From an optimization exercise on the open Yosys and OpenROAD flow, aimed at small area; shortcuts taken in it are not production practice. The RTL was checked by simulation tests, not by an equivalence proof against the original design. No driver is modelled on the clock port, so clock power and skew are understated where the tree is cut down; a real chip needs a root buffer or a tree. No activity file was given, so power comes from the tool's default toggle rates.

==> flow/design.v (excerpt) <==
module banner_scroller (
    input  logic              clk,
    input  logic              rst_n,
    input  logic              enable,
    input  logic              scroll_tick,
    output logic [ADDR_W-1:0] rom_addr,
    input  logic [WORD_W-1:0] rom_data,
    output logic              row_valid,
    input  logic              row_ready,
    output logic [3:0]        row_idx,
    output logic [WIN_W-1:0]  row_pixels,
    output logic              frame_done,
    output logic [OFF_W-1:0]  offset
);
Size in the first run: roughly 370 cells after synthesis, roughly 47 flip-flops, about 3100 um2 of cells after synthesis.
Settings: LEC_CHECK=0, ABC_AREA=1, CAP_MARGIN=5, CORE_MARGIN=2, CORE_UTILIZATION=80, SLEW_MARGIN=5, SYNTH_HIERARCHICAL=1; clock period 7.0 ns.
standard.sh (not shown) runs the stock make flow with config.mk's settings and CLKGATE_MAP_FILE= SYNTH_SCRIPT=/design/flow/synth_recipe.tcl, a recipe that flattens the netlist after the stock synthesis.
==> flow/flow/run.sh <==
#!/bin/bash
# Own layout flow: the standard ORFS flow (standard.sh) on a copy of ORFS's scripts, with
# these changes:
#  - ABC maps for area (amap) instead of ORFS's delay-driven "map -B 0.9" area script;
#  - port buffering uses the smallest buffer (buf_1) instead of the default choice;
#  - the clock tree is built by flow/mancts.tcl instead of clock_tree_synthesis: the clock
#    port drives a few leaf clock buffers, each driving one cluster of nearby registers.
# Every tool's output goes to ORFS's own per-step logs under orfs/logs, plus standard.log here.
set -euo pipefail
W=$PWD
CTS_LEAVES=4
CTS_BUF=sky130_fd_sc_hd__clkbuf_4
rm -rf "$W/scripts"
cp -r "$FLOW_HOME/scripts" "$W/scripts"
cp "$W/flow/abc_area.script" "$W/scripts/abc_area.script"
python3 - "$W/scripts/cts.tcl" "$W/flow/mancts.tcl" "$CTS_LEAVES" "$CTS_BUF" <<'PY'
import sys
path, man, n, buf = sys.argv[1:]
src = open(path).read()
old = "log_cmd clock_tree_synthesis {*}$cts_args"
assert src.count(old) == 1
src = src.replace(old, f"source {man}\nbench_manual_cts {n} {buf}\nset_propagated_clock [all_clocks]")
open(path, "w").write(src)
PY
export SCRIPTS_DIR="$W/scripts"
export BUFFER_PORTS_ARGS="-buffer_cell sky130_fd_sc_hd__buf_1"
bash "$W/standard.sh" > "$W/standard.log" 2>&1
Other scripts of this flow, unchanged in this note and not shown: flow/flow/abc_area.script, flow/flow/mancts.tcl
The baseline ended with an error in global placement without I/O (GPL-0301).
Then changed:
--- a/flow/flow/run.sh
+++ b/flow/flow/run.sh
@@ -10,4 +10,4 @@
 W=$PWD
-CTS_LEAVES=4
-CTS_BUF=sky130_fd_sc_hd__clkbuf_4
+CTS_LEAVES=3
+CTS_BUF=sky130_fd_sc_hd__clkbuf_8
 rm -rf "$W/scripts"
Settings changed: CORE_UTILIZATION 80 to 60.
=> The changed run completed without violations. Synthesized cell count is unchanged. Synthesized area does not change.
The clock cells of the second run of this note come from the design's own scripts or RTL, not from TritonCTS.

* * *

P:
Another version of the RTL of banner_scroller (not shown whole).
Size in the first run: ~400 cells after synthesis, ~47 flip-flops, about 130 I/O pins.
Design banner_scroller, start of the top module:
module banner_scroller (
    input  logic              clk,
    input  logic              rst_n,
    input  logic              enable,
    input  logic              scroll_tick,
    output logic [ADDR_W-1:0] rom_addr,
    input  logic [WORD_W-1:0] rom_data,
    output logic              row_valid,
    input  logic              row_ready,
    output logic [3:0]        row_idx,
    output logic [WIN_W-1:0]  row_pixels,
    output logic              frame_done,
    output logic [OFF_W-1:0]  offset
);
clock: 7.0 ns
lec_check: 0
abc_area: 1
cap_margin: 5
core_margin: 2
core_utilization: 60
slew_margin: 5
synth_hierarchical: 1
==> flow/flow/run.sh <==
#!/bin/bash
# Own layout flow: the standard ORFS flow, with these changes:
#  - ABC maps for area (amap) instead of ORFS's delay-driven "map -B 0.9" area script;
#  - port buffering uses the smallest buffer (buf_1) instead of the default choice;
#  - clock tree synthesis inserts no dummy loads.
# Every tool's output goes to ORFS's own per-step logs under orfs/logs, plus standard.log here.
set -euo pipefail
W=$PWD
rm -rf "$W/scripts"
cp -r "$FLOW_HOME/scripts" "$W/scripts"
cp "$W/flow/abc_area.script" "$W/scripts/abc_area.script"
export SCRIPTS_DIR="$W/scripts"
export BUFFER_PORTS_ARGS="-buffer_cell sky130_fd_sc_hd__buf_1"
export CTS_ARGS="-sink_clustering_enable -repair_clock_nets -dont_use_dummy_load"
bash "$W/standard.sh" > "$W/standard.log" 2>&1
==> flow/flow/abc_area.script <==
strash
dch
amap
topo
stime -c
#### Input delta (Q over P)
Settings: swapping 5 for 20 in SLEW_MARGIN; swapping 60 for 40 in CORE_UTILIZATION; swapping 5 for 30 in CAP_MARGIN.
==> flow/flow/run.sh <==
#!/bin/bash
# Own layout flow: the standard ORFS flow, with two changes:
#  - ABC maps for area (amap) instead of ORFS's delay-driven "map -B 0.9" area script;
#  - port buffering uses the smallest buffer (buf_1) instead of the default choice.
# Every tool's output goes to ORFS's own per-step logs under orfs/logs, plus standard.log here.
set -euo pipefail
W=$PWD
rm -rf "$W/scripts"
cp -r "$FLOW_HOME/scripts" "$W/scripts"
cp "$W/flow/abc_area.script" "$W/scripts/abc_area.script"
export SCRIPTS_DIR="$W/scripts"
export BUFFER_PORTS_ARGS="-buffer_cell sky130_fd_sc_hd__buf_1"
bash "$W/standard.sh" > "$W/standard.log" 2>&1
## What came out
- Diff Q and P: cell count lower in P
- Comparing Q and P, placed instance count is lower on P.
- Setup WNS P -> Q: better
- Max overall die area across Q and P: Q
- Q vs P, worst setup path startpoint: off_q[4]$_SDFFE_PN0P_ vs off_q[5]$_SDFFE_PN0P_
- P has lower buffering overhead than Q.
- In the flow results for Q and P, the multi-input gate share of total cell area is larger on P.
- Layout cell share with drive strength beyond 1 for Q is higher than for P.
- Lower combined buffer and inverter count along the critical path among Q and P: P
- Summed area of non-filler cells in the final layout in Q is 220 µm² higher than in P
- Hold slack down 0.0038 ns in Q wrt P

* * *

== epsilon ==
RTL: one of the versions met above, not the one the previous note started from.
For scale: about 370 cells after synthesis, roughly 47 flip-flops.
Design banner_scroller, start of the top module:
module banner_scroller (
    input  logic              clk,
    input  logic              rst_n,
    input  logic              enable,
    input  logic              scroll_tick,
    output logic [ADDR_W-1:0] rom_addr,
    input  logic [WORD_W-1:0] rom_data,
    output logic              row_valid,
    input  logic              row_ready,
    output logic [3:0]        row_idx,
    output logic [WIN_W-1:0]  row_pixels,
    output logic              frame_done,
    output logic [OFF_W-1:0]  offset
);
    logic             st1_q, st0_q;
    logic [3:0]       idx_q;
    logic [WIN_W-1:0] pix_q;
    logic             fd_q;
    logic [OFF_W-1:0] off_q;
    logic             pend_q;
    logic [WIN_W-1:0] pix_d;
    banner_window_extract u_extract (
        .rom_data (rom_data),
        .offset   (off_q),
        .load     (st1_q & st0_q),
        .pix_q    (pix_q),
        .pix_d    (pix_d)
    );
    wire present = st1_q & ~st0_q;
    wire accept  = present & row_ready;
    wire last    = &idx_q[3:1];
    wire fend    = accept & last;
    wire ostep = fend & pend_q;
    wire off_wrap = off_q[6] & off_q[3] & off_q[2] & off_q[1];
    always_ff @(posedge clk) begin
        pix_q <= pix_d;
    end
    always_ff @(posedge clk) begin
        if (!rst_n) begin
            st1_q  <= 1'b0;
            st0_q  <= 1'b0;
            idx_q  <= '0;
            fd_q   <= 1'b0;
            off_q  <= '0;
            pend_q <= 1'b0;
        end else begin
            st1_q  <= st0_q | (st1_q & ~row_ready);
            st0_q  <= st1_q ? (~st0_q & row_ready & enable) : (st0_q | enable);
            fd_q   <= fend;
            pend_q <= scroll_tick | (pend_q & ~fend);
            idx_q[0] <= idx_q[0] ^ (accept & ~last);
            idx_q[1] <= ~fend & (idx_q[1] ^ (accept & idx_q[0]));
            idx_q[2] <= ~fend & (idx_q[2] ^ (accept & idx_q[0] & idx_q[1]));
            idx_q[3] <= ~fend & (idx_q[3] ^ (accept & idx_q[0] & idx_q[1] & idx_q[2]));
            off_q[0] <= off_q[0] ^ (ostep & ~off_wrap);
            off_q[1] <= ~(ostep & off_wrap) & (off_q[1] ^ (ostep & off_q[0]));
            off_q[2] <= ~(ostep & off_wrap) & (off_q[2] ^ (ostep & (&off_q[1:0])));
            off_q[3] <= ~(ostep & off_wrap) & (off_q[3] ^ (ostep & (&off_q[2:0])));
            off_q[4] <= off_q[4] ^ (ostep & (&off_q[3:0]));
  ...
==> flow/config.mk <==
export PLATFORM = sky130hd
export DESIGN_NAME = banner_scroller
export DESIGN_NICKNAME = banner_scroller
export VERILOG_FILES = /design/flow/design.v
export SDC_FILE = /design/flow/constraint.sdc
export NUM_CORES = 8
export LEC_CHECK = 0
export ABC_AREA = 1
export CAP_MARGIN = 5
export CORE_MARGIN = 2
export CORE_UTILIZATION = 65
export PLACE_DENSITY = 0.85
export SLEW_MARGIN = 5
export SYNTH_HIERARCHICAL = 1
==> flow/constraint.sdc <==
create_clock -name core_clock -period 7.0 [get_ports {clk}]
set_input_delay 1.4000 -clock core_clock [delete_from_list [all_inputs] [get_ports {clk}]]
set_output_delay 1.4000 -clock core_clock [all_outputs]
set_load 0.01 [all_outputs]
==> flow/flow/run.sh <==
#!/bin/bash
# Own layout flow: the standard ORFS flow (standard.sh) on a copy of ORFS's scripts, with
# these changes:
#  - ABC maps for area (amap) instead of ORFS's delay-driven "map -B 0.9" area script;
#  - port buffering uses the smallest buffer (buf_1) instead of the default choice;
#  - after floorplanning, flow/inv2.tcl makes every inverter an inv_2 (same area, more drive).
# Every tool's output goes to ORFS's own per-step logs under orfs/logs, plus standard.log here.
set -euo pipefail
W=$PWD
# worst register clock-pin slew (ns) that the clock tree must reach by estimate
CTS_TARGET=0.115
rm -rf "$W/scripts"
cp -r "$FLOW_HOME/scripts" "$W/scripts"
cp "$W/flow/abc_area.script" "$W/scripts/abc_area.script"
python3 - "$W/scripts/cts.tcl" "$W/flow/mancts.tcl" "$CTS_TARGET" "$W/flow/cts_candidates.txt" <<'PY'
import sys
path, man, target, cands = sys.argv[1:]
src = open(path).read()
old = "log_cmd clock_tree_synthesis {*}$cts_args"
assert src.count(old) == 1
cand = open(cands).read().strip()
src = src.replace(old, f"source {man}\nbench_manual_cts {target} {{{cand}}}\nset_propagated_clock [all_clocks]")
open(path, "w").write(src)
PY
python3 - "$W/scripts/floorplan.tcl" "$W/flow/inv2.tcl" <<'PY'
import sys
path, tcl = sys.argv[1:]
src = open(path).read()
old = "source_step_tcl POST FLOORPLAN"
assert src.count(old) == 1
src = src.replace(old, old + f"\nsource {tcl}")
open(path, "w").write(src)
PY
export SCRIPTS_DIR="$W/scripts"
export BUFFER_PORTS_ARGS="-buffer_cell sky130_fd_sc_hd__buf_1"
bash "$W/standard.sh" > "$W/standard.log" 2>&1
Scripts as last shown in full above: flow/flow/abc_area.script
Other scripts of this flow, unchanged in this note and not shown: flow/flow/cts_candidates.txt, flow/flow/inv2.tcl, flow/flow/mancts.tcl
epsilon: done, clean on timing, DRC and antenna
Relative to epsilon, the following input files were edited for beta:
- a deleted PLACE_DENSITY that had been 0.85
- a change of CORE_UTILIZATION from 65 to 60
--- outcome ---
Delta (beta minus epsilon): met2 wire length decreased 2.8%; minimum clock period after layout decreased 0.28 ns; final critical-path share of the clock period decreased 4.0 points.
beta vs. epsilon: tightest hold margin now larger; clock share of power now larger.
What epsilon reported for number of well taps has to be multiplied by 1.3 to get the figure for beta.
Between beta and epsilon, it is beta whose estimated wirelength of the detail-placed design is lower, by about 1.5%.
Diff epsilon -> beta | maximum resistive drop on vdd | up slightly
No run of this note takes its clock network from TritonCTS; it comes from the design's own scripts or RTL.

==> re-timing with driven ports <==
The flow's constraints put no driver on any port. The routed layouts listed below were extracted and timed again, unchanged, in two steps.
Step 1 (the two cells are an assumption about what drives the block):
set clk [get_ports {clk}]
set_driving_cell -lib_cell sky130_fd_sc_hd__clkbuf_16 $clk
set_driving_cell -lib_cell sky130_fd_sc_hd__buf_2 [delete_from_list [all_inputs] $clk]
Step 2 also shifts input and output timing later by t, the mid clock arrival at the registers, as if the neighbouring blocks saw the same clock.
a / b / c = no drivers / after step 1 / after step 2; a / b = the first two.
run	t (ns)	setup slack, ns	cell pins on the clock port's net
the second run of note 1	0.193	3.338 / 3.338 / 3.338	3
P	0.326	3.494 / 3.494 / 3.494	1
Q	0.329	3.985 / 3.985 / 3.799	1
epsilon	0.199	3.678 / 3.701 / 3.503	3
beta	0.625	3.958 / 3.958 / 3.625	1
After both steps every run listed still meets setup and hold. For beta, which loses most, drivers alone change the setup slack by 0.000 ns; drivers and shift together by -0.333 ns.
